This is an optimization exercise on Yosys and OpenROAD, whose aim is a short achievable clock period and few clock cycles, not a production implementation. Function was checked by simulation only, so behaviour that the tests miss may differ from the original. No activity file was given, so power comes from the tool's default toggle rates.

--- flow/flow/run.sh ---
#!/bin/bash
set -euo pipefail
here=$(pwd)
{
  echo "include $here/config.mk"
  echo "export DONT_USE_CELLS = sky130_fd_sc_hd__maj3_1 sky130_fd_sc_hd__maj3_2 sky130_fd_sc_hd__maj3_4"
} > "$here/config_run.mk"
export BUFFER_PORTS_ARGS="-buffer_cell sky130_fd_sc_hd__buf_6"
bash standard.sh DESIGN_CONFIG="$here/config_run.mk" SETUP_SLACK_MARGIN=7 ADDER_MAP_FILE= finish > standard.log 2>&1
--- flow/standard.sh ---
#!/bin/bash
# synth_recipe.tcl (not shown) runs the flow's synth.tcl, then flattens the netlist and writes it again
# the make line also repeats each setting of config.mk as NAME=value (left out here)
make -C /OpenROAD-flow-scripts/flow DESIGN_CONFIG=/design/flow/config.mk WORK_HOME=/design/flow/orfs CLKGATE_MAP_FILE= SYNTH_SCRIPT=/design/flow/synth_recipe.tcl "${@:-finish}"
--- flow/config.mk ---
export PLATFORM = sky130hd
export DESIGN_NAME = mips_core
export DESIGN_NICKNAME = mips_core
export VERILOG_FILES = /design/flow/design.v
export SDC_FILE = /design/flow/constraint.sdc
export NUM_CORES = 4
export LEC_CHECK = 0
export CAP_MARGIN = 20
export CORE_MARGIN = 2
export CORE_UTILIZATION = 40
export PLACE_DENSITY = 0.6
export SLEW_MARGIN = 20
export SYNTH_HIERARCHICAL = 1
export TNS_END_PERCENT = 100
--- flow/constraint.sdc ---
create_clock -name core_clock -period 10.0 [get_ports {clk}]
set_input_delay 2.0000 -clock core_clock [delete_from_list [all_inputs] [get_ports {clk}]]
set_output_delay 2.0000 -clock core_clock [all_outputs]
set_load 0.01 [all_outputs]
--- flow/design.v ---
`timescale 1ns/10ps
package mips_pkg;
    localparam int XLEN       = 32;
    localparam int REG_ADDR_W = 5;
    localparam int NUM_REGS   = 32;
    localparam int DMEM_WORDS = 32;
    localparam int DMEM_AW    = $clog2(DMEM_WORDS);   
    localparam logic [XLEN-1:0] RESET_PC = '0;
    localparam logic [5:0] OP_RTYPE = 6'h00;
    localparam logic [5:0] OP_J     = 6'h02;
    localparam logic [5:0] OP_BEQ   = 6'h04;
    localparam logic [5:0] OP_BNE   = 6'h05;
    localparam logic [5:0] OP_ADDI  = 6'h08;
    localparam logic [5:0] OP_LUI   = 6'h0f;
    localparam logic [5:0] OP_LW    = 6'h23;
    localparam logic [5:0] OP_SW    = 6'h2b;
    localparam logic [5:0] FN_SYSCALL = 6'h0c;
    localparam logic [5:0] FN_ADD     = 6'h20;
    localparam logic [5:0] FN_SUB     = 6'h22;
    localparam logic [5:0] FN_AND     = 6'h24;
    localparam logic [5:0] FN_OR      = 6'h25;
    localparam logic [5:0] FN_SLT     = 6'h2a;
    localparam logic [2:0] ALU_ADD = 3'd0;   
    localparam logic [2:0] ALU_SUB = 3'd1;
    localparam logic [2:0] ALU_AND = 3'd2;
    localparam logic [2:0] ALU_OR  = 3'd3;
    localparam logic [2:0] ALU_SLT = 3'd4;
    localparam logic [2:0] ALU_LUI = 3'd5;
    localparam int CTRL_W       = 15;
    localparam int C_SYSCALL    = 0;
    localparam int C_WADDR      = 1;    
    localparam int C_RF_WEN     = 6;
    localparam int C_MEM_WRITE  = 7;
    localparam int C_MEM_READ   = 8;
    localparam int C_OVF_CHECK  = 9;    
    localparam int C_IMM_SIGNED = 10;
    localparam int C_USE_IMM    = 11;   
    localparam int C_ALU_OP     = 12;   
    localparam int IF_ID_W  = 2*XLEN;                           
    localparam int ID_EX_W  = CTRL_W + 2*XLEN + 16 + REG_ADDR_W;  
    localparam int EX_MEM_W = CTRL_W + 2*XLEN;                  
    localparam int MEM_WB_W = CTRL_W + XLEN;                    
endpackage
`timescale 1ns/10ps
module pipe_reg #(
    parameter int WIDTH = 1   
) (
    input  logic             clk,
    input  logic             rst,
    input  logic             hold,
    input  logic             flush,
    input  logic [WIDTH-1:0] d,
    output logic [WIDTH-1:0] q
);
    always_ff @(posedge clk or posedge rst) begin
        if (rst)
            q <= '0;
        else if (flush)
            q <= '0;
        else if (!hold)
            q <= d;
    end
endmodule
`timescale 1ns/10ps
import mips_pkg::*;
module fetch_unit (
    input  logic                      clk,
    input  logic                      rst,
    input  logic                      stall,
    input  logic                      is_beq,
    input  logic                      is_bne,
    input  logic                      is_jump,
    input  logic [mips_pkg::XLEN-1:0] rs_val,
    input  logic [mips_pkg::XLEN-1:0] rt_val,
    input  logic [15:0]               imm,
    input  logic [25:0]               jump_index,
    input  logic [mips_pkg::XLEN-1:0] pc_plus_4_id,
    output logic [mips_pkg::XLEN-1:0] imem_addr,
    output logic [mips_pkg::XLEN-1:0] pc_plus_4,
    output logic                      redirect
);
    logic [XLEN-1:0] pc;
    logic [XLEN-1:0] branch_target, jump_target, next_pc;
    logic            taken;
    assign taken    = (is_beq && rs_val == rt_val) || (is_bne && rs_val != rt_val);
    assign redirect = !stall && (taken || is_jump);   
    assign branch_target = pc_plus_4_id + {{14{imm[15]}}, imm, 2'b00};
    assign jump_target   = {pc_plus_4_id[31:28], jump_index, 2'b00};   
    assign pc_plus_4 = pc + 32'd4;
    assign imem_addr = pc;
    always_comb begin
        if (!redirect)
            next_pc = pc_plus_4;
        else if (is_jump)
            next_pc = jump_target;
        else
            next_pc = branch_target;
    end
    always_ff @(posedge clk or posedge rst) begin
        if (rst)
            pc <= RESET_PC;
        else if (!stall)
            pc <= next_pc;   
    end
endmodule
`timescale 1ns/10ps
import mips_pkg::*;
module control_unit (
    input  logic [mips_pkg::XLEN-1:0]   inst,
    output logic [mips_pkg::CTRL_W-1:0] ctrl,
    output logic                        is_beq,
    output logic                        is_bne,
    output logic                        is_jump
);
    logic [5:0]            opcode;
    logic [5:0]            funct;
    logic [REG_ADDR_W-1:0] dest;
    assign opcode = inst[31:26];
    assign funct  = inst[5:0];
    always_comb begin
        ctrl    = '0;   
        is_beq  = 1'b0;
        is_bne  = 1'b0;
        is_jump = 1'b0;
        dest    = inst[20:16];   
        case (opcode)
            OP_RTYPE: begin
                dest = inst[15:11];   
                case (funct)
                    FN_ADD: begin
                        ctrl[C_ALU_OP +: 3]  = ALU_ADD;
                        ctrl[C_OVF_CHECK]    = 1'b1;
                        ctrl[C_RF_WEN]       = 1'b1;
                    end
                    FN_SUB: begin
                        ctrl[C_ALU_OP +: 3]  = ALU_SUB;
                        ctrl[C_OVF_CHECK]    = 1'b1;
                        ctrl[C_RF_WEN]       = 1'b1;
                    end
                    FN_AND: begin
                        ctrl[C_ALU_OP +: 3]  = ALU_AND;
                        ctrl[C_RF_WEN]       = 1'b1;
                    end
                    FN_OR: begin
                        ctrl[C_ALU_OP +: 3]  = ALU_OR;
                        ctrl[C_RF_WEN]       = 1'b1;
                    end
                    FN_SLT: begin
                        ctrl[C_ALU_OP +: 3]  = ALU_SLT;
                        ctrl[C_RF_WEN]       = 1'b1;
                    end
                    FN_SYSCALL: ctrl[C_SYSCALL] = 1'b1;
                    default: ;
                endcase
            end
            OP_ADDI: begin
                ctrl[C_USE_IMM]    = 1'b1;
                ctrl[C_IMM_SIGNED] = 1'b1;
                ctrl[C_OVF_CHECK]  = 1'b1;
                ctrl[C_RF_WEN]     = 1'b1;
            end
            OP_LUI: begin
                ctrl[C_ALU_OP +: 3] = ALU_LUI;   
                ctrl[C_USE_IMM]     = 1'b1;
                ctrl[C_RF_WEN]      = 1'b1;
            end
            OP_LW: begin
                ctrl[C_USE_IMM]    = 1'b1;   
                ctrl[C_IMM_SIGNED] = 1'b1;
                ctrl[C_MEM_READ]   = 1'b1;
                ctrl[C_RF_WEN]     = 1'b1;
            end
            OP_SW: begin
                ctrl[C_USE_IMM]    = 1'b1;
                ctrl[C_IMM_SIGNED] = 1'b1;
                ctrl[C_MEM_WRITE]  = 1'b1;
            end
            OP_BEQ:  is_beq  = 1'b1;
            OP_BNE:  is_bne  = 1'b1;
            OP_J:    is_jump = 1'b1;
            default: ;
        endcase
        ctrl[C_WADDR +: REG_ADDR_W] = dest;
        if (dest == '0)
            ctrl[C_RF_WEN] = 1'b0;   
    end
endmodule
`timescale 1ns/10ps
import mips_pkg::*;
module reg_file (
    input  logic                            clk,
    input  logic                            rst,
    input  logic                            wen,
    input  logic [mips_pkg::REG_ADDR_W-1:0] waddr,
    input  logic [mips_pkg::XLEN-1:0]       wdata,
    input  logic [mips_pkg::REG_ADDR_W-1:0] raddr0,
    input  logic [mips_pkg::REG_ADDR_W-1:0] raddr1,
    output logic [mips_pkg::XLEN-1:0]       rdata0,
    output logic [mips_pkg::XLEN-1:0]       rdata1
);
    logic [XLEN-1:0] regs [NUM_REGS];
    always_ff @(posedge clk or posedge rst) begin
        if (rst) begin
            for (int i = 0; i < NUM_REGS; i++)
                regs[i] <= '0;   
        end else if (wen) begin
            regs[waddr] <= wdata;
        end
    end
    assign rdata0 = regs[raddr0];
    assign rdata1 = regs[raddr1];
endmodule
`timescale 1ns/10ps
import mips_pkg::*;
module hazard_forward (
    input  logic [mips_pkg::REG_ADDR_W-1:0] rs_id,
    input  logic [mips_pkg::REG_ADDR_W-1:0] rt_id,
    input  logic [mips_pkg::CTRL_W-1:0]     ex_ctrl,
    input  logic [mips_pkg::CTRL_W-1:0]     mem_ctrl,
    input  logic [mips_pkg::CTRL_W-1:0]     wb_ctrl,
    input  logic [mips_pkg::XLEN-1:0]       rf_rdata0,
    input  logic [mips_pkg::XLEN-1:0]       rf_rdata1,
    input  logic [mips_pkg::XLEN-1:0]       ex_result,
    input  logic [mips_pkg::XLEN-1:0]       mem_result,
    input  logic [mips_pkg::XLEN-1:0]       wb_data,
    output logic                            stall,
    output logic [mips_pkg::XLEN-1:0]       rs_val,
    output logic [mips_pkg::XLEN-1:0]       rt_val
);
    logic                  ex_wen, mem_wen, wb_wen;
    logic [REG_ADDR_W-1:0] ex_waddr, mem_waddr, wb_waddr;
    assign ex_wen    = ex_ctrl[C_RF_WEN];
    assign mem_wen   = mem_ctrl[C_RF_WEN];
    assign wb_wen    = wb_ctrl[C_RF_WEN];
    assign ex_waddr  = ex_ctrl[C_WADDR +: REG_ADDR_W];
    assign mem_waddr = mem_ctrl[C_WADDR +: REG_ADDR_W];
    assign wb_waddr  = wb_ctrl[C_WADDR +: REG_ADDR_W];
    assign stall = ex_ctrl[C_MEM_READ] && ex_wen &&
                   (ex_waddr == rs_id || ex_waddr == rt_id);
    always_comb begin
        if (ex_wen && ex_waddr == rs_id)
            rs_val = ex_result;   
        else if (mem_wen && mem_waddr == rs_id)
            rs_val = mem_result;
        else if (wb_wen && wb_waddr == rs_id)
            rs_val = wb_data;     
        else
            rs_val = rf_rdata0;
        if (ex_wen && ex_waddr == rt_id)
            rt_val = ex_result;
        else if (mem_wen && mem_waddr == rt_id)
            rt_val = mem_result;
        else if (wb_wen && wb_waddr == rt_id)
            rt_val = wb_data;
        else
            rt_val = rf_rdata1;
    end
endmodule
`timescale 1ns/10ps
module add_w #(
    parameter int W = 32
) (
    input  logic [W-1:0] a,
    input  logic [W-1:0] b,
    input  logic         cin,
    output logic [W-1:0] sum
);
    assign sum = a + b + {{(W-1){1'b0}}, cin};
endmodule
module eq_w #(
    parameter int W = 32
) (
    input  logic [W-1:0] a,
    input  logic [W-1:0] b,
    output logic         eq
);
    assign eq = (a == b);
endmodule
module res_sel (
    input  logic [31:0] s_nn, s_fn, s_nf, s_nfi,   
    input  logic        r_nn, r_fn, r_nf, r_nfi,   
    input  logic        l_nn, l_fn, l_nfi,         
    input  logic        x_nn, y_nn,   
    input  logic        x_fn, y_fn,   
    input  logic        x_nfi, y_nfi,   
    input  logic [31:0] other,    
    input  logic        wen,      
    output logic [31:0] res,      
    output logic [31:0] res_n,    
    output logic [31:0] res_g,    
    output logic [31:0] res_d     
);
    logic [31:0] result;
    logic        lt;
    assign lt = (l_nn  && ((x_nn  == y_nn)  ? x_nn  : s_nn[31])) ||
                (l_fn  && ((x_fn  == y_fn)  ? x_fn  : s_fn[31])) ||
                (l_nfi && ((x_nfi == y_nfi) ? x_nfi : s_nfi[31]));
    assign result = ({32{r_nn}} & s_nn) | ({32{r_fn}}  & s_fn) |
                    ({32{r_nf}} & s_nf) | ({32{r_nfi}} & s_nfi) |
                    other | {31'd0, lt};
    assign res   = result;
    assign res_n = ~result;
    assign res_g = result | {32{!wen}};
    assign res_d = result & {32{wen}};
endmodule
`timescale 1ns/10ps
import mips_pkg::*;
module data_memory (
    input  logic                      clk,
    input  logic                      mem_read,
    input  logic                      mem_write,
    input  logic [mips_pkg::XLEN-1:0] addr,
    input  logic [mips_pkg::XLEN-1:0] wdata,
    output logic [mips_pkg::XLEN-1:0] rdata,
    output logic [mips_pkg::XLEN-1:0] load_or_alu
);
    logic [XLEN-1:0]    mem [DMEM_WORDS];
    logic [DMEM_AW-1:0] idx;
    assign idx = addr[DMEM_AW+1:2];   
    always_ff @(posedge clk) begin
        if (mem_write)
            mem[idx] <= wdata;
    end
    assign rdata       = mem[idx];
    assign load_or_alu = mem_read ? rdata : addr;   
endmodule
`timescale 1ns/10ps
import mips_pkg::*;
module mips_core (
    input  logic                            clk,
    input  logic                            rst,
    input  logic [mips_pkg::XLEN-1:0]       imem_inst,
    output logic [mips_pkg::XLEN-1:0]       imem_addr,
    output logic                            wb_en,
    output logic [mips_pkg::REG_ADDR_W-1:0] wb_addr,
    output logic [mips_pkg::XLEN-1:0]       wb_data,
    output logic                            overflow,
    output logic                            syscall
);
    localparam int NBTB = 8;
    logic        rst_q;
    logic [31:2] pc;           
    logic [31:2] pc_i;         
    logic [NBTB-1:0]         btb_v;
    logic [11:2]             btb_tag [NBTB];
    logic [11:2]             btb_tgt [NBTB];
    logic [$clog2(NBTB)-1:0] btb_ptr;
    logic [3:0]              btb_cnt  [NBTB];
    logic [3:0]              btb_trip [NBTB];
    logic [NBTB-1:0]         btb_tv;
    logic        v_d;
    logic [31:0] ir;
    logic [31:2] pc_d, pcp4_d;
    logic        pred_d;       
    logic        hit_d;        
    logic [$clog2(NBTB)-1:0] bidx_d;
    logic [31:0] rs_oh_d, rt_oh_d;
    logic [31:0] rs_oh_m_d;    
    logic        e_wen;        
    logic [4:0]  e_rd;
    logic        e_ovfchk, e_sys, e_beq, e_bne, e_jmp, e_sw;
    logic        e_sel_and, e_sel_or, e_sel_ld;
    logic        e_inv;        
    logic        e_fa, e_fb, e_fst;   
    logic        e_c_nn, e_c_fn, e_c_nf, e_c_nfi, e_c_ff;
    logic        e_l_nn, e_l_fn, e_l_nfi;
    logic        e_r_nn, e_r_fn, e_r_nf, e_r_nfi, e_r_ff;
    logic [31:0] e_a, e_b, e_st;   
    logic        e_pred, e_btbhit;
    logic [$clog2(NBTB)-1:0] e_bidx;
    logic [31:2] e_alt, e_tgt, e_pc;
    logic [4:0]  e_idx;        
    logic        w_wen;
    logic [4:0]  w_rd;
    logic [31:0] w_f;          
    logic [31:0] w_n;          
    logic [31:0] w_g;          
    logic [31:0] w_data;       
    logic [31:1] w_we;         
    logic        w_ovf, w_sys;
    logic        o_wen, o_ovf, o_sys;
    logic [4:0]  o_rd;
    logic [31:0] o_data;
    logic        ins_v;
    logic        upd_v, upd_taken;   
    logic [$clog2(NBTB)-1:0] upd_idx;
    logic [11:2] ins_pc, ins_tgt;
    logic [31:0] regs [1:31];
    logic [31:0] dmem [DMEM_WORDS];
    logic [31:2]     pc_inc, pc_next;
    logic [NBTB-1:0] btb_hitv;
    logic            btb_hit, btb_any;
    logic [NBTB-1:0] btb_exit;
    logic [$clog2(NBTB)-1:0] btb_idx;
    logic [11:2]     btb_target;
    logic            pc_low;
    add_w #(.W(30)) add_pc (.a(pc_i), .b(30'd0), .cin(1'b1), .sum(pc_inc));
    assign imem_addr = {pc, 2'b00};
    assign pc_low = (pc_i[31:12] == 20'd0);
    always_comb begin
        btb_target = '0;
        btb_idx    = '0;
        for (int k = 0; k < NBTB; k++) begin
            btb_hitv[k] = btb_v[k] && (btb_tag[k] == pc_i[11:2]);
            btb_exit[k] = btb_tv[k] && (btb_cnt[k] == btb_trip[k]);
            btb_target  = btb_target | ({10{btb_hitv[k]}} & btb_tgt[k]);
            btb_idx     = btb_idx | ({$clog2(NBTB){btb_hitv[k]}} & $clog2(NBTB)'(k));
        end
    end
    assign btb_any = pc_low && |btb_hitv;
    assign btb_hit = pc_low && |(btb_hitv & ~btb_exit);   
    logic [31:0] f_rs_oh, f_rt_oh;
    always_comb begin
        f_rs_oh = '0;
        f_rt_oh = '0;
        f_rs_oh[imem_inst[25:21]] = 1'b1;
        f_rt_oh[imem_inst[20:16]] = 1'b1;
    end
    logic [5:0]  op, fn;
    logic [4:0]  rs, rt, rd, dest;
    logic [15:0] imm;
    logic        is_r, r_add, r_sub, r_and, r_or, r_slt, r_sys;
    logic        i_addi, i_lui, i_lw, i_sw, i_beq, i_bne, i_j;
    logic        d_wen, d_inv, d_sum, d_use_rt;
    logic        d_fa, d_fb;
    logic [31:0] rs_rf, rt_rf, rs_val, rt_val;
    logic [31:2] d_tgt, j_tgt;
    logic        d_redirect, d_pred_taken;
    logic        e_mispred;
    assign op   = ir[31:26];
    assign fn   = ir[5:0];
    assign rs   = ir[25:21];
    assign rt   = ir[20:16];
    assign rd   = ir[15:11];
    assign imm  = ir[15:0];
    assign is_r   = (op == OP_RTYPE);
    assign r_add  = is_r && (fn == FN_ADD);
    assign r_sub  = is_r && (fn == FN_SUB);
    assign r_and  = is_r && (fn == FN_AND);
    assign r_or   = is_r && (fn == FN_OR);
    assign r_slt  = is_r && (fn == FN_SLT);
    assign r_sys  = is_r && (fn == FN_SYSCALL);
    assign i_addi = (op == OP_ADDI);
    assign i_lui  = (op == OP_LUI);
    assign i_lw   = (op == OP_LW);
    assign i_sw   = (op == OP_SW);
    assign i_beq  = (op == OP_BEQ);
    assign i_bne  = (op == OP_BNE);
    assign i_j    = (op == OP_J);
    assign dest     = is_r ? rd : rt;
    assign d_wen    = (r_add || r_sub || r_and || r_or || r_slt || i_addi || i_lui || i_lw) &&
                      (dest != 5'd0);
    assign d_inv    = r_sub || r_slt;
    assign d_sum    = r_add || r_sub || i_addi || i_lui;
    assign d_use_rt = is_r || i_beq || i_bne;   
    assign d_fa = !i_lui && e_wen && (e_rd == rs);
    assign d_fb = d_use_rt && e_wen && (e_rd == rt);
    always_comb begin
        rs_rf = '0;
        rt_rf = '0;
        for (int k = 1; k < 32; k++) begin
            rs_rf = rs_rf | ({32{rs_oh_d[k]}} & regs[k]);
            rt_rf = rt_rf | ({32{rt_oh_d[k]}} & regs[k]);
        end
    end
    logic [6:0] rs_m_rf, rs_m;
    always_comb begin
        rs_m_rf = '0;
        for (int k = 1; k < 32; k++)
            rs_m_rf = rs_m_rf | ({7{rs_oh_m_d[k]}} & regs[k][6:0]);
    end
    assign rs_m = (w_wen && w_rd == rs) ? w_data[6:0] : rs_m_rf;
    assign rs_val = (w_wen && w_rd == rs) ? w_data : rs_rf;
    assign rt_val = (w_wen && w_rd == rt) ? w_data : rt_rf;
    logic [6:0]  d_ea;
    logic        stall;
    add_w #(.W(7)) add_ea (.a(rs_m), .b(imm[6:0]), .cin(1'b0), .sum(d_ea));
    assign stall = v_d && (i_lw || i_sw) && e_wen && (e_rd == rs);   
    add_w #(.W(30)) add_tgt (.a(pcp4_d), .b({{14{imm[15]}}, imm}), .cin(1'b0), .sum(d_tgt));
    assign j_tgt        = {pcp4_d[31:28], ir[25:0]};
    assign d_pred_taken = pred_d || i_j;
    assign d_redirect   = v_d && !pred_d && i_j;   
    logic [31:0] a, b, st, ld_data, other;
    logic [31:0] s_nn, s_fn, s_nf, s_nfi, s_ff;
    logic        o_nn, o_fn, o_nf, o_nfi, o_ff;
    logic        ovf, eq, taken;
    add_w add_nn  (.a(e_a), .b(e_b), .cin(e_inv), .sum(s_nn));
    add_w add_fn  (.a(w_f), .b(e_b), .cin(e_inv), .sum(s_fn));
    add_w add_nf  (.a(e_a), .b(w_g), .cin(1'b0),  .sum(s_nf));
    add_w add_nfi (.a(e_a), .b(w_n), .cin(1'b1),  .sum(s_nfi));
    assign s_ff  = e_inv ? 32'd0 : {w_f[30:0], 1'b0};   
    assign o_nn  = (e_a[31] == e_b[31]) && (s_nn[31] != e_a[31]);
    assign o_fn  = (w_f[31] == e_b[31]) && (s_fn[31] != w_f[31]);
    assign o_nf  = (e_a[31] == w_g[31]) && (s_nf[31] != e_a[31]);
    assign o_nfi = (e_a[31] == w_n[31]) && (s_nfi[31] != e_a[31]);
    assign o_ff  = !e_inv && (w_f[31] != w_f[30]);
    assign ovf = (e_c_nn && o_nn) || (e_c_fn && o_fn) || (e_c_nf && o_nf) ||
                 (e_c_nfi && o_nfi) || (e_c_ff && o_ff);
    assign a  = e_fa  ? w_g : e_a;
    assign b  = e_fb  ? w_g : e_b;   
    assign st = e_fst ? w_g : e_st;
    logic eq_nn, eq_fn, eq_nf;
    eq_w cmp_nn (.a(e_a), .b(e_b), .eq(eq_nn));
    eq_w cmp_fn (.a(w_g), .b(e_b), .eq(eq_fn));
    eq_w cmp_nf (.a(e_a), .b(w_g), .eq(eq_nf));
    always_comb begin
        if (e_fa && e_fb)
            eq = 1'b1;
        else if (e_fa)
            eq = eq_fn;
        else if (e_fb)
            eq = eq_nf;
        else
            eq = eq_nn;
    end
    assign ld_data = dmem[e_idx];
    assign other  = ({32{e_sel_and}} & (a & b)) |
                    ({32{e_sel_or}}  & (a | b)) |
                    ({32{e_sel_ld}}  & ld_data) |
                    ({32{e_r_ff}}    & s_ff);
    logic [31:0] res_f, res_n, res_g, res_d;
    res_sel res_sel_inst (
        .s_nn(s_nn), .s_fn(s_fn), .s_nf(s_nf), .s_nfi(s_nfi),
        .r_nn(e_r_nn), .r_fn(e_r_fn), .r_nf(e_r_nf), .r_nfi(e_r_nfi),
        .l_nn(e_l_nn), .l_fn(e_l_fn), .l_nfi(e_l_nfi),
        .x_nn(e_a[31]), .y_nn(e_b[31]), .x_fn(w_f[31]), .y_fn(e_b[31]),
        .x_nfi(e_a[31]), .y_nfi(w_n[31]),
        .other(other), .wen(e_wen),
        .res(res_f), .res_n(res_n), .res_g(res_g), .res_d(res_d)
    );
    assign taken     = (e_beq && eq) || (e_bne && !eq);
    assign e_mispred = (e_beq || e_bne) && (taken != e_pred);
    always_comb begin
        if (e_mispred)
            pc_next = e_alt;
        else if (stall)
            pc_next = pc_i;   
        else if (d_redirect)
            pc_next = j_tgt;
        else if (btb_hit)
            pc_next = {20'd0, btb_target};
        else
            pc_next = pc_inc;
    end
    always_ff @(posedge clk or posedge rst) begin
        if (rst) begin
            rst_q    <= 1'b1;
            pc       <= '0;
            v_d      <= 1'b0;
            e_wen    <= 1'b0;
            e_ovfchk <= 1'b0;
            e_sys    <= 1'b0;
            e_beq    <= 1'b0;
            e_bne    <= 1'b0;
            e_jmp    <= 1'b0;
            e_sw     <= 1'b0;
            w_wen    <= 1'b0;
            w_ovf    <= 1'b0;
            w_sys    <= 1'b0;
            o_wen    <= 1'b0;
            o_ovf    <= 1'b0;
            o_sys    <= 1'b0;
            ins_v    <= 1'b0;
            upd_v    <= 1'b0;
        end else begin
            rst_q <= 1'b0;
            pc    <= pc_next;
            v_d   <= !e_mispred && (stall || !d_redirect);
            e_wen    <= v_d && !e_mispred && !stall && d_wen;
            e_ovfchk <= v_d && !e_mispred && !stall && (r_add || r_sub || i_addi);
            e_sys    <= v_d && !e_mispred && !stall && r_sys;
            e_beq    <= v_d && !e_mispred && !stall && i_beq;
            e_bne    <= v_d && !e_mispred && !stall && i_bne;
            e_jmp    <= v_d && !e_mispred && !stall && i_j;
            e_sw     <= v_d && !e_mispred && !stall && i_sw;
            w_wen <= e_wen;
            w_ovf <= e_ovfchk && ovf;
            w_sys <= e_sys;
            o_wen <= w_wen;
            o_ovf <= w_ovf;
            o_sys <= w_sys;
            upd_v <= e_btbhit && (e_beq || e_bne);
            ins_v <= !e_btbhit && (e_jmp || taken) &&
                     (e_pc[31:12] == 20'd0) && (e_tgt[31:12] == 20'd0);
        end
    end
    always_ff @(posedge clk) begin
        if (rst)
            pc_i <= '0;
        else
            pc_i <= pc_next;
    end
    always_ff @(posedge clk) begin
        if (rst_q) begin
            btb_v  <= '0;
        end else begin
            if (upd_v && !upd_taken)
                btb_tv[upd_idx] <= 1'b1;
            if (ins_v) begin
                btb_v[btb_ptr]  <= 1'b1;
                btb_tv[btb_ptr] <= 1'b0;
            end
        end
    end
    always_ff @(posedge clk) begin
        if (!stall) begin
            ir      <= imem_inst;
            pc_d    <= pc_i;
            pcp4_d  <= pc_inc;
            pred_d  <= btb_hit;
            hit_d   <= btb_any;
            bidx_d  <= btb_idx;
            rs_oh_d <= f_rs_oh;
            rs_oh_m_d <= (imem_inst[31:26] == OP_LW || imem_inst[31:26] == OP_SW) ? f_rs_oh : '0;
            rt_oh_d <= f_rt_oh;
        end
        e_rd      <= dest;
        e_sel_and <= r_and;
        e_sel_or  <= r_or;
        e_sel_ld  <= i_lw;
        e_inv     <= d_inv;
        e_fa      <= d_fa;
        e_fb      <= d_fb;
        e_fst     <= i_sw && e_wen && (e_rd == rt);
        e_c_nn    <= !d_fa && !d_fb;
        e_c_fn    <=  d_fa && !d_fb;
        e_c_nf    <= !d_fa &&  d_fb && !d_inv;
        e_c_nfi   <= !d_fa &&  d_fb &&  d_inv;
        e_c_ff    <=  d_fa &&  d_fb;
        e_l_nn    <= r_slt && !d_fa && !d_fb;
        e_l_fn    <= r_slt &&  d_fa && !d_fb;
        e_l_nfi   <= r_slt && !d_fa &&  d_fb;
        e_r_nn    <= d_sum && !d_fa && !d_fb;
        e_r_fn    <= d_sum &&  d_fa && !d_fb;
        e_r_nf    <= d_sum && !d_fa &&  d_fb && !d_inv;
        e_r_nfi   <= d_sum && !d_fa &&  d_fb &&  d_inv;
        e_r_ff    <= d_sum &&  d_fa &&  d_fb;
        e_a       <= i_lui ? 32'd0 : rs_val;
        if (d_use_rt)
            e_b <= d_inv ? ~rt_val : rt_val;
        else if (i_lui)
            e_b <= {imm, 16'd0};
        else
            e_b <= {{16{imm[15]}}, imm};
        e_st      <= rt_val;
        e_pred    <= d_pred_taken;
        e_btbhit  <= hit_d;
        e_bidx    <= bidx_d;
        e_alt     <= d_pred_taken ? pcp4_d : d_tgt;
        e_tgt     <= i_j ? j_tgt : d_tgt;
        e_pc      <= pc_d;
        e_idx     <= d_ea[6:2];
        w_rd <= e_rd;
        o_rd   <= w_rd;
        o_data <= w_data;
        w_f    <= res_f;
        w_n    <= res_n;
        w_g    <= res_g;
        w_data <= res_d;
        for (int k = 1; k < 32; k++)
            w_we[k] <= e_wen && (e_rd == 5'(k));
        if (e_sw)
            dmem[e_idx] <= st;
        ins_pc  <= e_pc[11:2];
        ins_tgt <= e_tgt[11:2];
        upd_idx   <= e_bidx;
        upd_taken <= taken;
        if (upd_v) begin
            if (upd_taken) begin
                btb_cnt[upd_idx] <= btb_cnt[upd_idx] + 4'd1;
            end else begin
                btb_trip[upd_idx] <= btb_cnt[upd_idx];
                btb_cnt[upd_idx]  <= 4'd0;
            end
        end
        if (ins_v) begin
            btb_tag[btb_ptr] <= ins_pc;
            btb_tgt[btb_ptr] <= ins_tgt;
            btb_cnt[btb_ptr] <= 4'd1;
            btb_ptr          <= btb_ptr + 1'b1;
        end
    end
    always_ff @(posedge clk) begin
        for (int k = 1; k < 32; k++)
            if (rst_q)
                regs[k] <= '0;
            else if (w_we[k])
                regs[k] <= w_data;
    end
    assign wb_en    = o_wen;
    assign wb_addr  = o_rd;
    assign wb_data  = o_data;
    assign overflow = o_ovf;
    assign syscall  = o_sys;
endmodule
==> results.ini, run 1 <==
[place]
portBuffers=103
place_area_mm2=0.1418
gp_congestion=1.004
dpl_worst_slack_ns=5.113
hpwl_um=344400

[finish]
final_cell_mix=nor2_1 (1551), edfxtp_1 (1417), dfxtp_1 (1322), mux2i_1 (1008), buf_4 (539)
multi_input_area_mm2=0.06169
design_area_mm2=0.1630
ff_latch_area_mm2=0.07439
drive_above_1_share_pct=22.59
syn2layout_area_growth_pct=20.33
nNetsFinal=12223
final_common_cell=nor2_1
fill_cells=29556

[run]
cap_viol_max_count=0

[sta]
final.min_clock_period_ns=3.535
rsz0062_at_grt=true
slew_headroom_pct=11.21
worst_pin_slew_ns=1.332
timing.final.max_slew_violations=0
setup_ws_ns=6.465
timing.final.hold_violations=0
setup_viol=0
finClkSkew_ns=0.06881
finalCritPeriodShare_pct=35.35
setup_tns_ns=0
maxClockFrequency_mhz=282.9

[detailed_routing]
drcViolationCount=0
drt-initial-drc-count=20051
vias=112896
firstDrtPassIters=13
detail-route-antenna-nets=0
wl_met1_um=217800
wire_per_inst_um=35.30
maxUsedRoutingLayer=met5
met3_length_um=81060
wl_met2_um=252700
viasPerCell=6.651
totalWireLength_um=599200

[setup_path]
path_class=flop to flop
rr_startpoint=e_idx[0]
critPathLaunch=e_idx[0]
arrival_ns=4.35
cp-start-kind=flop
cp_max_fo=13
crit_required_ns=10.82
endpoint_kind=flop

[power]
switching_share_pct=26.51
p_leak_nw=52.44
combPwrFrac_pct=13.0
clockPowerShare_pct=40.4
pwr-share-seq_pct=46.6
p_total_mw=29.73
ir_drop_mv=0.1554
switchingPower_mw=7.881
internal_power_mw=21.85
power_density_mw_per_mm2=182.4

[global_routing]
grt_pass1_vias=104852
grt_usage_pct=33.30
grt_max_degree=223
antenna_found_initial=37
grt-ovfl-total=0
grt_pass1_wl_um=815500

[floorplan]
rows=213
dieHeight_um=585.9
dieArea_mm2=0.3433
ios=106
initial_core_util_pct=40.21
dieWidth_um=585.9
core_mm2=0.3369

[hold_path]
hold_start=e_tgt[10]
min_path_type=flop to flop

[cts]
cts_buffers=315
ctsHtreeMaxLevel=5
clockBufferDepth=4
clkLatencyLatePin_ns=0.96
cts.sinks=2972
holdBufCountCts=0
cts_tree=built
clock-root-buffer=clkbuf_16
cts.clk_slew.worst_paths_ns=0.07

[logic_synthesis]
synthCells=11799
synthesis.area_mm2=0.1355
yosys_warnings=8
syn_avg_cell_area_um2=11.48

[status]
run_status=finished clean

-- worst paths after layout --
| path | end | slack, ns | cells after the start |
|---|---|---|---|
| worst max-delay path | w_data[24] | 6.47 | 9 |
| worst min-delay path | ins_tgt[10] | 0.33 | 0 |
| worst max register to register | w_data[24] | 6.47 | 9 |
| worst min register to register | ins_tgt[10] | 0.33 | 0 |
| max in group asynchronous | pc[25] | 7.77 | 3 |
| min in group asynchronous | upd_v | 1.31 | 2 |
-- worst max-delay path, cell delays in order (launching register included) --
cell	delay, ns
dfxtp_4	0.45
buf_16	0.21
mux4_2	0.53
a22oi_2	0.27
nand4_1	0.85
a221o_1	0.58
a21oi_1	0.14
and2_4	0.17
inv_2	0.04
and2_1	0.14
-- power by group through the flow --
| stage | Sequential, mW | Clock (mW) | Combinational (mW) |
|---|---|---|---|
| finish | 13.9 | 12.0 | 3.87 |
| global placement | 14.1 | 0 | 2.90 |
| detailed placement | 14.2 | 0 | 2.92 |
| global route | 13.9 | 12.5 | 4.07 |
| CTS | 13.8 | 12.0 | 3.45 |
| floorplan | 13.8 | 0 | 2.06 |
-- state kept, by name (all words and copies together), names as in the netlist, 32 cells and up --
name	cells
w_f	32
e_b	32
w_g	32
e_a	32
btb_cnt	32
btb_tag	80
btb_tgt	80
regs	992
o_data	32
w_n	32
ir	32
btb_trip	32
e_st	32
w_data	32
dmem	1024
-- through the flow --
stage,util (%),cells,hold WS (ns)
2_1_floorplan,-,11927,0.3096
3_3_place_gp,42.07,15892,0.3106
3_5_place_dp,42.10,15896,0.3121
4_1_cts,47.27,16800,0.3247
5_1_grt,48.37,16958,0.3341
6_report,48.39,16975,0.3262
-- area by class of cell --
cell class / count / area share (%)
Multi-Input combinational cell: 7795 / 37.85
Antenna cell: 20 / 0.03071
Timing Repair Buffer: 914 / 6.183
Tap cell: 4515 / 3.466
Inverter: 191 / 0.4644
Clock inverter: 134 / 0.9288
Clock buffer: 434 / 5.437
Sequential cell: 2972 / 45.64
-- layer usage --
metal | vias up | track usage [%]
met5 | - | 0.5884
met4 | 40 | 19.99
met3 | 2709 | 11.12
met2 | 9154 | 49.08
met1 | 55615 | 42.25
li1 | 45378 | -
-- timing repair --
item | CTS | global route
gates cloned | 45 | 8
resized for setup | 828 | 490
endpoints found under the setup margin | 1375 | 923
setup buffers | 291 | 147
pin swaps | 251 | 235
Testbench counts, summed over its fixed seeds: cycles 63,747.
==> run 2: changes to the inputs <==
--- a/flow/design.v
+++ b/flow/design.v
@@ -63,44 +63,65 @@
 endmodule
 `timescale 1ns/10ps
 import mips_pkg::*;
-module fetch_unit (
-    input  logic                      clk,
-    input  logic                      rst,
-    input  logic                      stall,
-    input  logic                      is_beq,
-    input  logic                      is_bne,
-    input  logic                      is_jump,
-    input  logic [mips_pkg::XLEN-1:0] rs_val,
-    input  logic [mips_pkg::XLEN-1:0] rt_val,
-    input  logic [15:0]               imm,
-    input  logic [25:0]               jump_index,
-    input  logic [mips_pkg::XLEN-1:0] pc_plus_4_id,
-    output logic [mips_pkg::XLEN-1:0] imem_addr,
-    output logic [mips_pkg::XLEN-1:0] pc_plus_4,
-    output logic                      redirect
+module fetch_pred #(
+    parameter int NBTB = 8,
+    parameter int IW   = $clog2(NBTB)
+) (
+    input  logic [31:2]           pc,
+    input  logic [NBTB-1:0]       btb_v,
+    input  logic [NBTB-1:0][11:2] btb_tag,
+    input  logic [NBTB-1:0][11:2] btb_tgt,
+    input  logic [NBTB-1:0]       btb_tv,
+    input  logic [NBTB-1:0][3:0]  btb_cnt,
+    input  logic [NBTB-1:0][3:0]  btb_trip,
+    input  logic                  d_jump,      
+    input  logic [31:2]           j_tgt,
+    output logic [31:2]           pc_pred,
+    output logic                  btb_hit,     
+    output logic                  btb_any,     
+    output logic [IW-1:0]         btb_idx
 );
-    logic [XLEN-1:0] pc;
-    logic [XLEN-1:0] branch_target, jump_target, next_pc;
-    logic            taken;
-    assign taken    = (is_beq && rs_val == rt_val) || (is_bne && rs_val != rt_val);
-    assign redirect = !stall && (taken || is_jump);   
-    assign branch_target = pc_plus_4_id + {{14{imm[15]}}, imm, 2'b00};
-    assign jump_target   = {pc_plus_4_id[31:28], jump_index, 2'b00};   
-    assign pc_plus_4 = pc + 32'd4;
-    assign imem_addr = pc;
+    logic [NBTB-1:0] hitv, exitv;
+    logic [11:2]     target;
+    logic [31:2]     pc_inc;
+    logic            pc_low;
+    assign pc_inc = pc + 30'd1;
+    assign pc_low = (pc[31:12] == 20'd0);   
+    always_comb begin
+        target  = '0;
+        btb_idx = '0;
+        for (int k = 0; k < NBTB; k++) begin
+            hitv[k]  = btb_v[k] && (btb_tag[k] == pc[11:2]);
+            exitv[k] = btb_tv[k] && (btb_cnt[k] == btb_trip[k]);   
+            target   = target | ({10{hitv[k]}} & btb_tgt[k]);
+            btb_idx  = btb_idx | ({IW{hitv[k]}} & IW'(k));
+        end
+    end
+    assign btb_any = pc_low && |hitv;
+    assign btb_hit = pc_low && |(hitv & ~exitv);
     always_comb begin
-        if (!redirect)
-            next_pc = pc_plus_4;
-        else if (is_jump)
-            next_pc = jump_target;
+        if (d_jump)
+            pc_pred = j_tgt;
+        else if (btb_hit)
+            pc_pred = {20'd0, target};
         else
-            next_pc = branch_target;
+            pc_pred = pc_inc;
     end
-    always_ff @(posedge clk or posedge rst) begin
-        if (rst)
-            pc <= RESET_PC;
-        else if (!stall)
-            pc <= next_pc;   
+endmodule
+module fetch_decode (
+    input  logic [31:0] inst,
+    output logic [31:0] rs_oh,
+    output logic [31:0] rt_oh,
+    output logic [31:0] rs_oh_m    
+);
+    logic is_mem;
+    assign is_mem = (inst[31:26] == OP_LW) || (inst[31:26] == OP_SW);
+    always_comb begin
+        for (int k = 0; k < 32; k++) begin
+            rs_oh[k]   = (inst[25:21] == 5'(k));
+            rt_oh[k]   = (inst[20:16] == 5'(k));
+            rs_oh_m[k] = is_mem && (inst[25:21] == 5'(k));
+        end
     end
 endmodule
 `timescale 1ns/10ps
@@ -280,28 +301,35 @@
     input  logic [31:0] s_nn, s_fn, s_nf, s_nfi,   
     input  logic        r_nn, r_fn, r_nf, r_nfi,   
     input  logic        l_nn, l_fn, l_nfi,         
+    input  logic        rw_nn, rw_fn, rw_nf, rw_nfi,   
+    input  logic        lw_nn, lw_fn, lw_nfi,
     input  logic        x_nn, y_nn,   
     input  logic        x_fn, y_fn,   
     input  logic        x_nfi, y_nfi,   
     input  logic [31:0] other,    
-    input  logic        wen,      
+    input  logic [31:0] other_d,  
+    input  logic [31:0] other_g,  
     output logic [31:0] res,      
     output logic [31:0] res_n,    
     output logic [31:0] res_g,    
     output logic [31:0] res_d     
 );
-    logic [31:0] result;
-    logic        lt;
-    assign lt = (l_nn  && ((x_nn  == y_nn)  ? x_nn  : s_nn[31])) ||
-                (l_fn  && ((x_fn  == y_fn)  ? x_fn  : s_fn[31])) ||
-                (l_nfi && ((x_nfi == y_nfi) ? x_nfi : s_nfi[31]));
-    assign result = ({32{r_nn}} & s_nn) | ({32{r_fn}}  & s_fn) |
-                    ({32{r_nf}} & s_nf) | ({32{r_nfi}} & s_nfi) |
-                    other | {31'd0, lt};
-    assign res   = result;
-    assign res_n = ~result;
-    assign res_g = result | {32{!wen}};
-    assign res_d = result & {32{wen}};
+    logic        lt_nn, lt_fn, lt_nfi;
+    logic        lt, lt_w;
+    logic [31:0] sum, sum_w;
+    assign lt_nn  = (x_nn  == y_nn)  ? x_nn  : s_nn[31];
+    assign lt_fn  = (x_fn  == y_fn)  ? x_fn  : s_fn[31];
+    assign lt_nfi = (x_nfi == y_nfi) ? x_nfi : s_nfi[31];
+    assign lt     = (l_nn  && lt_nn) || (l_fn  && lt_fn) || (l_nfi  && lt_nfi);
+    assign lt_w   = (lw_nn && lt_nn) || (lw_fn && lt_fn) || (lw_nfi && lt_nfi);
+    assign sum   = ({32{r_nn}}  & s_nn) | ({32{r_fn}}   & s_fn) |
+                   ({32{r_nf}}  & s_nf) | ({32{r_nfi}}  & s_nfi);
+    assign sum_w = ({32{rw_nn}} & s_nn) | ({32{rw_fn}}  & s_fn) |
+                   ({32{rw_nf}} & s_nf) | ({32{rw_nfi}} & s_nfi);
+    assign res   = sum | other | {31'd0, lt};
+    assign res_n = ~res;
+    assign res_g = sum_w | other_g | {31'd0, lt_w};
+    assign res_d = sum_w | other_d | {31'd0, lt_w};
 endmodule
 `timescale 1ns/10ps
 import mips_pkg::*;
@@ -339,14 +367,14 @@
 );
     localparam int NBTB = 8;
     logic        rst_q;
-    logic [31:2] pc;           
     logic [31:2] pc_i;         
+    logic [31:2] pc;           
     logic [NBTB-1:0]         btb_v;
-    logic [11:2]             btb_tag [NBTB];
-    logic [11:2]             btb_tgt [NBTB];
+    logic [NBTB-1:0][11:2]   btb_tag;
+    logic [NBTB-1:0][11:2]   btb_tgt;
     logic [$clog2(NBTB)-1:0] btb_ptr;
-    logic [3:0]              btb_cnt  [NBTB];
-    logic [3:0]              btb_trip [NBTB];
+    logic [NBTB-1:0][3:0]    btb_cnt;
+    logic [NBTB-1:0][3:0]    btb_trip;
     logic [NBTB-1:0]         btb_tv;
     logic        v_d;
     logic [31:0] ir;
@@ -356,6 +384,7 @@
     logic [$clog2(NBTB)-1:0] bidx_d;
     logic [31:0] rs_oh_d, rt_oh_d;
     logic [31:0] rs_oh_m_d;    
+    logic        byp_rs_d, byp_rt_d;   
     logic        e_wen;        
     logic [4:0]  e_rd;
     logic        e_ovfchk, e_sys, e_beq, e_bne, e_jmp, e_sw;
@@ -364,12 +393,14 @@
     logic        e_fa, e_fb, e_fst;   
     logic        e_c_nn, e_c_fn, e_c_nf, e_c_nfi, e_c_ff;
     logic        e_l_nn, e_l_fn, e_l_nfi;
+    logic        e_rw_nn, e_rw_fn, e_rw_nf, e_rw_nfi;
+    logic        e_lw_nn, e_lw_fn, e_lw_nfi;
     logic        e_r_nn, e_r_fn, e_r_nf, e_r_nfi, e_r_ff;
     logic [31:0] e_a, e_b, e_st;   
     logic        e_pred, e_btbhit;
     logic [$clog2(NBTB)-1:0] e_bidx;
-    logic [31:2] e_alt, e_tgt, e_pc;
-    logic [4:0]  e_idx;        
+    logic [31:2] e_pcp4, e_btgt, e_jtgt, e_pc;   
+    logic [31:0] e_idx;        
     logic        w_wen;
     logic [4:0]  w_rd;
     logic [31:0] w_f;          
@@ -387,35 +418,22 @@
     logic [11:2] ins_pc, ins_tgt;
     logic [31:0] regs [1:31];
     logic [31:0] dmem [DMEM_WORDS];
-    logic [31:2]     pc_inc, pc_next;
-    logic [NBTB-1:0] btb_hitv;
+    logic [31:2]     pc_pred, pc_next;
     logic            btb_hit, btb_any;
-    logic [NBTB-1:0] btb_exit;
     logic [$clog2(NBTB)-1:0] btb_idx;
-    logic [11:2]     btb_target;
-    logic            pc_low;
-    add_w #(.W(30)) add_pc (.a(pc_i), .b(30'd0), .cin(1'b1), .sum(pc_inc));
+    logic            d_redirect;
+    logic [31:2]     j_tgt;
     assign imem_addr = {pc, 2'b00};
-    assign pc_low = (pc_i[31:12] == 20'd0);
-    always_comb begin
-        btb_target = '0;
-        btb_idx    = '0;
-        for (int k = 0; k < NBTB; k++) begin
-            btb_hitv[k] = btb_v[k] && (btb_tag[k] == pc_i[11:2]);
-            btb_exit[k] = btb_tv[k] && (btb_cnt[k] == btb_trip[k]);
-            btb_target  = btb_target | ({10{btb_hitv[k]}} & btb_tgt[k]);
-            btb_idx     = btb_idx | ({$clog2(NBTB){btb_hitv[k]}} & $clog2(NBTB)'(k));
-        end
-    end
-    assign btb_any = pc_low && |btb_hitv;
-    assign btb_hit = pc_low && |(btb_hitv & ~btb_exit);   
-    logic [31:0] f_rs_oh, f_rt_oh;
-    always_comb begin
-        f_rs_oh = '0;
-        f_rt_oh = '0;
-        f_rs_oh[imem_inst[25:21]] = 1'b1;
-        f_rt_oh[imem_inst[20:16]] = 1'b1;
-    end
+    fetch_pred #(.NBTB(NBTB)) fetch_pred_inst (
+        .pc(pc_i), .btb_v(btb_v), .btb_tag(btb_tag), .btb_tgt(btb_tgt),
+        .btb_tv(btb_tv), .btb_cnt(btb_cnt), .btb_trip(btb_trip),
+        .d_jump(d_redirect), .j_tgt(j_tgt),
+        .pc_pred(pc_pred), .btb_hit(btb_hit), .btb_any(btb_any), .btb_idx(btb_idx)
+    );
+    logic [31:0] f_rs_oh, f_rt_oh, f_rs_oh_m;
+    fetch_decode fetch_decode_inst (
+        .inst(imem_inst), .rs_oh(f_rs_oh), .rt_oh(f_rt_oh), .rs_oh_m(f_rs_oh_m)
+    );
     logic [5:0]  op, fn;
     logic [4:0]  rs, rt, rd, dest;
     logic [15:0] imm;
@@ -424,8 +442,8 @@
     logic        d_wen, d_inv, d_sum, d_use_rt;
     logic        d_fa, d_fb;
     logic [31:0] rs_rf, rt_rf, rs_val, rt_val;
-    logic [31:2] d_tgt, j_tgt;
-    logic        d_redirect, d_pred_taken;
+    logic [31:2] d_tgt;
+    logic        d_pred_taken;
     logic        e_mispred;
     assign op   = ir[31:26];
     assign fn   = ir[5:0];
@@ -469,9 +487,9 @@
         for (int k = 1; k < 32; k++)
             rs_m_rf = rs_m_rf | ({7{rs_oh_m_d[k]}} & regs[k][6:0]);
     end
-    assign rs_m = (w_wen && w_rd == rs) ? w_data[6:0] : rs_m_rf;
-    assign rs_val = (w_wen && w_rd == rs) ? w_data : rs_rf;
-    assign rt_val = (w_wen && w_rd == rt) ? w_data : rt_rf;
+    assign rs_m = byp_rs_d ? w_data[6:0] : rs_m_rf;
+    assign rs_val = byp_rs_d ? w_data : rs_rf;
+    assign rt_val = byp_rt_d ? w_data : rt_rf;
     logic [6:0]  d_ea;
     logic        stall;
     add_w #(.W(7)) add_ea (.a(rs_m), .b(imm[6:0]), .cin(1'b0), .sum(d_ea));
@@ -513,7 +531,11 @@
         else
             eq = eq_nn;
     end
-    assign ld_data = dmem[e_idx];
+    always_comb begin
+        ld_data = '0;
+        for (int k = 0; k < DMEM_WORDS; k++)
+            ld_data = ld_data | ({32{e_idx[k]}} & dmem[k]);
+    end
     assign other  = ({32{e_sel_and}} & (a & b)) |
                     ({32{e_sel_or}}  & (a | b)) |
                     ({32{e_sel_ld}}  & ld_data) |
@@ -523,31 +545,38 @@
         .s_nn(s_nn), .s_fn(s_fn), .s_nf(s_nf), .s_nfi(s_nfi),
         .r_nn(e_r_nn), .r_fn(e_r_fn), .r_nf(e_r_nf), .r_nfi(e_r_nfi),
         .l_nn(e_l_nn), .l_fn(e_l_fn), .l_nfi(e_l_nfi),
+        .rw_nn(e_rw_nn), .rw_fn(e_rw_fn), .rw_nf(e_rw_nf), .rw_nfi(e_rw_nfi),
+        .lw_nn(e_lw_nn), .lw_fn(e_lw_fn), .lw_nfi(e_lw_nfi),
         .x_nn(e_a[31]), .y_nn(e_b[31]), .x_fn(w_f[31]), .y_fn(e_b[31]),
         .x_nfi(e_a[31]), .y_nfi(w_n[31]),
-        .other(other), .wen(e_wen),
+        .other(other), .other_d(other & {32{e_wen}}), .other_g(other | {32{!e_wen}}),
         .res(res_f), .res_n(res_n), .res_g(res_g), .res_d(res_d)
     );
+    logic [31:2] e_tgt;
+    assign e_tgt     = e_jmp ? e_jtgt : e_btgt;
     assign taken     = (e_beq && eq) || (e_bne && !eq);
     assign e_mispred = (e_beq || e_bne) && (taken != e_pred);
     always_comb begin
         if (e_mispred)
-            pc_next = e_alt;
+            pc_next = e_pred ? e_pcp4 : e_btgt;   
         else if (stall)
             pc_next = pc_i;   
-        else if (d_redirect)
-            pc_next = j_tgt;
-        else if (btb_hit)
-            pc_next = {20'd0, btb_target};
         else
-            pc_next = pc_inc;
+            pc_next = pc_pred;
     end
     always_ff @(posedge clk or posedge rst) begin
         if (rst) begin
             rst_q    <= 1'b1;
-            pc       <= '0;
+            pc_i     <= '0;
             v_d      <= 1'b0;
             e_wen    <= 1'b0;
+            e_rw_nn  <= 1'b0;
+            e_rw_fn  <= 1'b0;
+            e_rw_nf  <= 1'b0;
+            e_rw_nfi <= 1'b0;
+            e_lw_nn  <= 1'b0;
+            e_lw_fn  <= 1'b0;
+            e_lw_nfi <= 1'b0;
             e_ovfchk <= 1'b0;
             e_sys    <= 1'b0;
             e_beq    <= 1'b0;
@@ -557,16 +586,20 @@
             w_wen    <= 1'b0;
             w_ovf    <= 1'b0;
             w_sys    <= 1'b0;
-            o_wen    <= 1'b0;
-            o_ovf    <= 1'b0;
-            o_sys    <= 1'b0;
             ins_v    <= 1'b0;
             upd_v    <= 1'b0;
         end else begin
             rst_q <= 1'b0;
-            pc    <= pc_next;
+            pc_i  <= pc_next;
             v_d   <= !e_mispred && (stall || !d_redirect);
             e_wen    <= v_d && !e_mispred && !stall && d_wen;
+            e_rw_nn  <= v_d && !e_mispred && !stall && d_wen && d_sum && !d_fa && !d_fb;
+            e_rw_fn  <= v_d && !e_mispred && !stall && d_wen && d_sum &&  d_fa && !d_fb;
+            e_rw_nf  <= v_d && !e_mispred && !stall && d_wen && d_sum && !d_fa &&  d_fb && !d_inv;
+            e_rw_nfi <= v_d && !e_mispred && !stall && d_wen && d_sum && !d_fa &&  d_fb &&  d_inv;
+            e_lw_nn  <= v_d && !e_mispred && !stall && d_wen && r_slt && !d_fa && !d_fb;
+            e_lw_fn  <= v_d && !e_mispred && !stall && d_wen && r_slt &&  d_fa && !d_fb;
+            e_lw_nfi <= v_d && !e_mispred && !stall && d_wen && r_slt && !d_fa &&  d_fb;
             e_ovfchk <= v_d && !e_mispred && !stall && (r_add || r_sub || i_addi);
             e_sys    <= v_d && !e_mispred && !stall && r_sys;
             e_beq    <= v_d && !e_mispred && !stall && i_beq;
@@ -576,9 +609,6 @@
             w_wen <= e_wen;
             w_ovf <= e_ovfchk && ovf;
             w_sys <= e_sys;
-            o_wen <= w_wen;
-            o_ovf <= w_ovf;
-            o_sys <= w_sys;
             upd_v <= e_btbhit && (e_beq || e_bne);
             ins_v <= !e_btbhit && (e_jmp || taken) &&
                      (e_pc[31:12] == 20'd0) && (e_tgt[31:12] == 20'd0);
@@ -586,9 +616,9 @@
     end
     always_ff @(posedge clk) begin
         if (rst)
-            pc_i <= '0;
+            pc <= '0;
         else
-            pc_i <= pc_next;
+            pc <= pc_next;
     end
     always_ff @(posedge clk) begin
         if (rst_q) begin
@@ -603,15 +633,22 @@
         end
     end
     always_ff @(posedge clk) begin
+        if (stall) begin
+            byp_rs_d <= e_wen && (e_rd == rs);
+            byp_rt_d <= e_wen && (e_rd == rt);
+        end else begin
+            byp_rs_d <= e_wen && (e_rd == imem_inst[25:21]);
+            byp_rt_d <= e_wen && (e_rd == imem_inst[20:16]);
+        end
         if (!stall) begin
             ir      <= imem_inst;
             pc_d    <= pc_i;
-            pcp4_d  <= pc_inc;
+            pcp4_d  <= pc_i + 30'd1;
             pred_d  <= btb_hit;
             hit_d   <= btb_any;
             bidx_d  <= btb_idx;
             rs_oh_d <= f_rs_oh;
-            rs_oh_m_d <= (imem_inst[31:26] == OP_LW || imem_inst[31:26] == OP_SW) ? f_rs_oh : '0;
+            rs_oh_m_d <= f_rs_oh_m;
             rt_oh_d <= f_rt_oh;
         end
         e_rd      <= dest;
@@ -646,11 +683,16 @@
         e_pred    <= d_pred_taken;
         e_btbhit  <= hit_d;
         e_bidx    <= bidx_d;
-        e_alt     <= d_pred_taken ? pcp4_d : d_tgt;
-        e_tgt     <= i_j ? j_tgt : d_tgt;
+        e_pcp4    <= pcp4_d;
+        e_btgt    <= d_tgt;
+        e_jtgt    <= j_tgt;
         e_pc      <= pc_d;
-        e_idx     <= d_ea[6:2];
+        for (int k = 0; k < DMEM_WORDS; k++)
+            e_idx[k] <= (d_ea[6:2] == 5'(k));
         w_rd <= e_rd;
+        o_wen  <= w_wen;
+        o_ovf  <= w_ovf;
+        o_sys  <= w_sys;
         o_rd   <= w_rd;
         o_data <= w_data;
         w_f    <= res_f;
@@ -659,8 +701,9 @@
         w_data <= res_d;
         for (int k = 1; k < 32; k++)
             w_we[k] <= e_wen && (e_rd == 5'(k));
-        if (e_sw)
-            dmem[e_idx] <= st;
+        for (int k = 0; k < DMEM_WORDS; k++)
+            if (e_sw && e_idx[k])
+                dmem[k] <= st;
         ins_pc  <= e_pc[11:2];
         ins_tgt <= e_tgt[11:2];
         upd_idx   <= e_bidx;
==> run 2 against run 1 <==
Against the previous run: hold slack lost 0.014 ns; cell area rose by 1.1%; sequential power hardly changed; largest power group unchanged; clock power grew 5%; die area is 1.4% higher; synthesized area is 1.5% higher; worst setup slack better by 0.026 ns; count of clock-buffer cells in the layout fell by 1; largest cell class unchanged; synthesized cell count up 5.6%; register-to-register slack improved by 0.15 ns; first-iteration DRC count rose by 3.1%; final cell count up 3.3%.
==> results.ini, run 2 <==
[finish]
largest_reg_flops=1024  ; unchanged
regMostFlops=dmem
largestRegisters=dmem: 1024 flops, regs: 992 flops
finalNonFillerCells=17541  ; +3.3%
nNetsFinal=12714  ; +4.0%
fill_cells=30477  ; +3.1%
final_common_cell=edfxtp_1
final_cell_mix=edfxtp_1 (1417), nor2_1 (1365), dfxtp_1 (1306), mux2i_1 (1071), a22oi_1 (952)
drive_above_1_share_pct=21.40  ; -1.2 points
syn2layout_area_growth_pct=19.89

[global_routing]
antenna_found_initial=48  ; +30%
grt_pass1_wl_um=886500  ; +8.7%
grt-ovfl-total=0  ; unchanged
grt_pass1_vias=108817  ; +3.8%
grt_max_degree=217  ; -2.7%
grt_usage_pct=36.01  ; +2.7 points

[detailed_routing]
detail-route-antenna-nets=0  ; unchanged
viasPerCell=6.818  ; +2.5%
wl_met1_um=248400  ; +14%
wl_met2_um=265800  ; +5.2%
drt-initial-drc-count=20672  ; +3.1%
drcViolationCount=0  ; unchanged
met3_length_um=94500  ; +17%
firstDrtPassIters=13  ; unchanged
wire_per_inst_um=37.68  ; +6.7%
vias=119590  ; +5.9%
totalWireLength_um=661000  ; +10%
maxUsedRoutingLayer=met5

[sta]
final.min_clock_period_ns=3.509  ; -0.02555 ns
finClkSkew_ns=0.1059  ; +0.03708 ns
maxClockFrequency_mhz=285.0  ; +0.73%
slew_headroom_pct=9.039  ; -2.2 points
rsz0062_at_grt=true
timing.final.max_slew_violations=0  ; unchanged
timing.final.hold_violations=0  ; unchanged
setup_viol=0  ; unchanged
setup_tns_ns=0  ; unchanged
worst_pin_slew_ns=1.364  ; +0.03259 ns
finalCritPeriodShare_pct=35.09  ; -0.26 points

[setup_path]
cpPeakStageDelay_ns=0.47  ; -0.38 ns
crit_required_ns=8.00  ; -2.82 ns
cp_max_fo=1  ; -12
arrival_ns=1.51  ; -2.84 ns
endpoint_kind=output port
crit_slowest_cell=dfxtp_4
cp_cell_sequence=buf_6
cp-start-kind=flop
critPathBufInv=1  ; -1
path_class=flop to output port
crit_family=flip-flops

[place]
portBuffers=103  ; unchanged
hpwl_um=390100  ; +13%
placed_cells=16460  ; +3.5%
gp_congestion=1.005  ; +0.13%

[floorplan]
dieHeight_um=590.1  ; +0.72%
dieArea_mm2=0.3483  ; +1.4%
rows=215  ; +0.94%
dieWidth_um=590.1  ; +0.72%
core_mm2=0.3424  ; +1.7%
ios=106  ; unchanged
initial_core_util_pct=40.13  ; -0.080 points

[hold_path]
min_path_type=flop to flop

[cts]
cts.clk_slew.worst_paths_ns=0.06  ; about the same
clock-root-buffer=clkbuf_16
holdBufCountCts=0  ; unchanged
ctsHtreeMaxLevel=5  ; unchanged
clkLatencyLatePin_ns=1.00  ; +0.04 ns
cts_buffers=330  ; +4.8%
clockBufferDepth=4  ; unchanged
cts.sinks=3034  ; +2.1%
cts_tree=built

[logic_synthesis]
syn_avg_cell_area_um2=11.03  ; -3.9%
synthCells=12455  ; +5.6%
yosys_warnings=11  ; +3
synthesis.area_mm2=0.1374  ; +1.5%

[power]
ir_drop_mv=0.1472  ; -5.3%
power_density_mw_per_mm2=179.7  ; -1.4%
p_leak_nw=53.96  ; +2.9%
p_total_mw=29.62  ; -0.38%

[run]
cap_viol_max_count=0  ; unchanged

[status]
run_status=finished clean

==> run 2: path summary, 6_finish.rpt <==
path	slack (ns)	end	start	cells after the start
min	0.31	upd_idx[0]	e_bidx[0]	0
max in group asynchronous	7.87	ins_v	rst	3
min reg2reg	0.31	upd_idx[0]	e_bidx[0]	0
max	6.49	wb_data[30]	o_data[30]	1
max reg2reg	6.62	e_idx[18]	rs_oh_m_d[24]	12
min in group asynchronous	1.00	pc_i[13]	rst	2
==> run 2: cell type report <==
type / instances / area (um^2) / area share (%)
clock buffer: 433 / 9199 / 5.583
inverter: 123 / 464.2 / 0.2817
antenna: 29 / 72.57 / 0.04405
tap: 4557 / 5702 / 3.461
timing repair buffer: 929 / 9295 / 5.642
multi-input combinational: 8262 / 62410 / 37.88
sequential: 3034 / 75820 / 46.02
clock inverter: 174 / 1802 / 1.094
==> run 2: routing by layer <==
layer	vias to the layer above	GRT usage (%)
met5	-	0.02737
met4	32	22.42
met3	2787	12.38
met2	10118	50.74
met1	59111	47.17
li1	47542	-
==> run 2: what timing repair did <==
item | in CTS | in global routing
pin swaps | 112 | 277
endpoints found under the setup margin | 673 | 523
gates cloned | 10 | 20
gates resized for setup | 755 | 594
buffers inserted | 184 | 231
==> run 2: stage by stage <==
stage | hold WS [ns] | setup WS [ns] | area, um^2 | util, %
global placement | 0.3106 | 5.220 | 143500 | 41.90
floorplan | 0.3096 | 6.680 | 137500 | -
global route | 0.3267 | 6.503 | 164700 | 48.10
finish | 0.3119 | 6.491 | 164800 | 48.11
CTS | 0.3178 | 6.456 | 159500 | 46.57
detailed placement | 0.3121 | 5.267 | 143500 | 41.91
==> run 2: power by group <==
group          internal [mW]  switching [mW]  leakage [nW]
registers               13.4           0.593          24.5
clock network           7.13            5.44          5.40
logic                   1.23            1.82          24.1
Testbench counts of run 2, summed over its fixed seeds: cycles 63,747.
==> run 3: changes to the inputs <==
--- a/flow/design.v
+++ b/flow/design.v
@@ -493,7 +493,7 @@
     logic [6:0]  d_ea;
     logic        stall;
     add_w #(.W(7)) add_ea (.a(rs_m), .b(imm[6:0]), .cin(1'b0), .sum(d_ea));
-    assign stall = v_d && (i_lw || i_sw) && e_wen && (e_rd == rs);   
+    assign stall = v_d && i_lw && e_wen && (e_rd == rs);   
     add_w #(.W(30)) add_tgt (.a(pcp4_d), .b({{14{imm[15]}}, imm}), .cin(1'b0), .sum(d_tgt));
     assign j_tgt        = {pcp4_d[31:28], ir[25:0]};
     assign d_pred_taken = pred_d || i_j;
@@ -531,6 +531,12 @@
         else
             eq = eq_nn;
     end
+    logic [6:0]  st_ea;
+    logic [31:0] st_idx;
+    add_w #(.W(7)) add_st (.a(w_g[6:0]), .b(e_b[6:0]), .cin(1'b0), .sum(st_ea));
+    always_comb
+        for (int k = 0; k < DMEM_WORDS; k++)
+            st_idx[k] = (st_ea[6:2] == 5'(k));
     always_comb begin
         ld_data = '0;
         for (int k = 0; k < DMEM_WORDS; k++)
@@ -702,7 +708,7 @@
         for (int k = 1; k < 32; k++)
             w_we[k] <= e_wen && (e_rd == 5'(k));
         for (int k = 0; k < DMEM_WORDS; k++)
-            if (e_sw && e_idx[k])
+            if (e_sw && (e_fa ? st_idx[k] : e_idx[k]))
                 dmem[k] <= st;
         ins_pc  <= e_pc[11:2];
         ins_tgt <= e_tgt[11:2];
==> run 3 against run 2 <==
Against the previous run: first-iteration DRC count increased by 6.3%; routed wire length increased by 1.5%; synthesized area increased by 0.48%; largest cell class unchanged.
==> results.ini, run 3 <==
[global_routing]
grt-ovfl-total=0  ; unchanged
grt_pass1_vias=111242  ; +2.2%
grt_max_degree=246  ; +13%
grt_pass1_wl_um=893100  ; +0.74%
grt_usage_pct=36.12  ; +0.11 points
antenna_found_initial=54  ; +13%

[setup_path]
crit_required_ns=8.00  ; about the same
cp_max_fo=1  ; unchanged
cp_cell_sequence=buf_6
crit_slowest_cell=dfxtp_4
arrival_ns=1.53  ; +0.02 ns
crit_family=flip-flops
path_class=flop to output port
ff2ff_path_depth=17  ; +5
cpPeakStageDelay_ns=0.48  ; about the same
endpoint_kind=output port
path_depth=1  ; unchanged
cp-start-kind=flop
critPathBufInv=1  ; unchanged

[sta]
slew_headroom_pct=11.94  ; +2.9 points
worst_pin_slew_ns=1.321  ; -0.04348 ns
setup_viol=0  ; unchanged
finClkSkew_ns=0.09398  ; -0.01192 ns
finalCritPeriodShare_pct=35.32  ; +0.22 points
hold_slack_ns=0.3066  ; -0.005257 ns
timing.final.max_slew_violations=0  ; unchanged
maxClockFrequency_mhz=283.2  ; -0.63%
setup_tns_ns=0  ; unchanged
timing.final.hold_violations=0  ; unchanged
setup_ws_ns=6.468  ; -0.02235 ns
final.min_clock_period_ns=3.532  ; +0.02235 ns
rsz0062_at_grt=true

[place]
place_area_mm2=0.1440  ; +0.32%
hpwl_um=383300  ; -1.8%
gp_congestion=0.9965  ; -0.83%
dpl_worst_slack_ns=5.002  ; -0.2653 ns
portBuffers=103  ; unchanged

[hold_path]
hold_depth=0  ; unchanged
min_path_type=flop to flop

[cts]
cts_tree=built
holdBufCountCts=0  ; unchanged
cts.sinks=3034  ; unchanged
cts_buffers=333  ; +0.91%
clock-root-buffer=clkbuf_16
clockBufferDepth=4  ; unchanged
cts.clk_slew.worst_paths_ns=0.06  ; about the same
clkLatencyLatePin_ns=0.98  ; -0.02 ns
ctsHtreeMaxLevel=5  ; unchanged

[finish]
largest_reg_flops=1024  ; unchanged
design_area_mm2=0.1670  ; +1.4%
nNetsFinal=12831  ; +0.92%
syn2layout_area_growth_pct=20.96
final_cell_mix=edfxtp_1 (1417), nor2_1 (1350), dfxtp_1 (1300), mux2i_1 (1107), a22oi_1 (963)
largestRegisters=dmem: 1024 flops, regs: 992 flops
drive_above_1_share_pct=21.64  ; +0.25 points
final_common_cell=edfxtp_1
regMostFlops=dmem

[detailed_routing]
firstDrtPassIters=14  ; +1
detail-route-antenna-nets=0  ; unchanged
wire_per_inst_um=38.01  ; +0.86%
viasPerCell=6.829  ; +0.16%
drt-initial-drc-count=21965  ; +6.3%
drcViolationCount=0  ; unchanged
totalWireLength_um=670800  ; +1.5%
vias=120510  ; +0.77%

[floorplan]
core_mm2=0.3433  ; +0.24%
dieWidth_um=591.5  ; +0.24%
rows=215  ; unchanged
dieHeight_um=591.5  ; +0.24%
initial_core_util_pct=40.23  ; +0.098 points
ios=106  ; unchanged
dieArea_mm2=0.3499  ; +0.48%

[status]
run_status=finished clean

[logic_synthesis]
yosys_warnings=11  ; unchanged
synthesis.area_mm2=0.1381  ; +0.48%
syn_avg_cell_area_um2=11.00  ; -0.28%
synthCells=12550  ; +0.76%

[power]
ir_drop_mv=0.1471  ; about the same
p_leak_nw=55.11  ; +2.1%
p_total_mw=29.91  ; +0.99%
power_density_mw_per_mm2=179.1  ; -0.38%

[run]
cap_viol_max_count=0  ; unchanged

## run 3: worst paths after layout
check | startpoint | endpoint | slack, ns
min in group asynchronous | rst | pc_i[12] | 1.13
max | o_data[25] | wb_data[25] | 6.47
max in group asynchronous | rst | w_wen | 7.80
min | w_rd[4] | o_rd[4] | 0.31
max reg2reg | e_b[2] | e_lw_nn | 6.63
min reg2reg | w_rd[4] | o_rd[4] | 0.31
## run 3: timing repair
| action | 4_1_cts | 5_1_grt |
|---|---|---|
| buffers inserted | 236 | 202 |
| endpoints found under the setup margin | 1513 | 1491 |
| cloned | 17 | 27 |
| pin swaps | 152 | 299 |
| resized for setup | 886 | 663 |
## run 3: per-stage QoR
step                cells  util (%)
floorplan           12561         -
finish              17648     48.66
global route        17624     48.64
CTS                 17392     46.98
global placement    16535     41.92
detailed placement  16535     41.94
## run 3: layout make-up
class	count	area (um^2)
Fill cell	30350	176200
Sequential cell	3034	75850
Multi-Input combinational cell	8301	63340
Timing Repair Buffer	960	10230
Clock buffer	444	9296
Tap cell	4557	5702
Clock inverter	160	1902
Inverter	167	633.1
Antenna cell	25	62.56
## run 3: metal layers
metal	vias up	GRT usage (%)	wire (um)
li1	47908	-	-
met1	59432	47.02	248400
met2	10229	52.23	276100
met3	2889	11.97	94700
met4	52	21.02	50870
met5	-	0.3653	664
## run 3: report_power, final
group,internal (mW),switching [mW]
Clock,7.35,5.45
Sequential,13.4,0.669
Combinational,1.24,1.78
Total,22.0,7.91
Testbench counts of run 3, summed over its fixed seeds: cycles 63,543.

==> separate check: timing with driven ports <==
Ports are ideal in the flow. The routed layouts listed here were re-timed in OpenROAD. Step 1 assumes that a clkbuf_16 drives the clock port and a buf_2 every other input. Step 2 moves the port delays by t, midway between the first and last clock arrival at a register: inputs arrive t later, outputs are due t later. That takes back most of the time a late clock gives input paths. Slacks: ideal ports / drivers / drivers and shift; pairs: ideal ports / drivers.
| run | t, ns | setup slack, ns | hold slack, ns | latest minus earliest clock arrival (ns) |
|---|---|---|---|---|
| run 1 | 1.030 | 6.465 / 6.363 / 6.274 | 0.326 / 0.326 / 0.326 | 0.075 / 0.076 |
| run 2 | 1.047 | 6.491 / 6.384 / 6.564 | 0.312 / 0.312 / 0.312 | 0.115 / 0.115 |
| run 3 | 1.052 | 6.468 / 6.349 / 6.042 | 0.307 / 0.307 / 0.307 | 0.095 / 0.096 |
After both steps setup and hold are still met in every run listed. The setup slack of run 3, which loses most, moves by -0.119 ns with the drivers and by -0.426 ns with both steps.
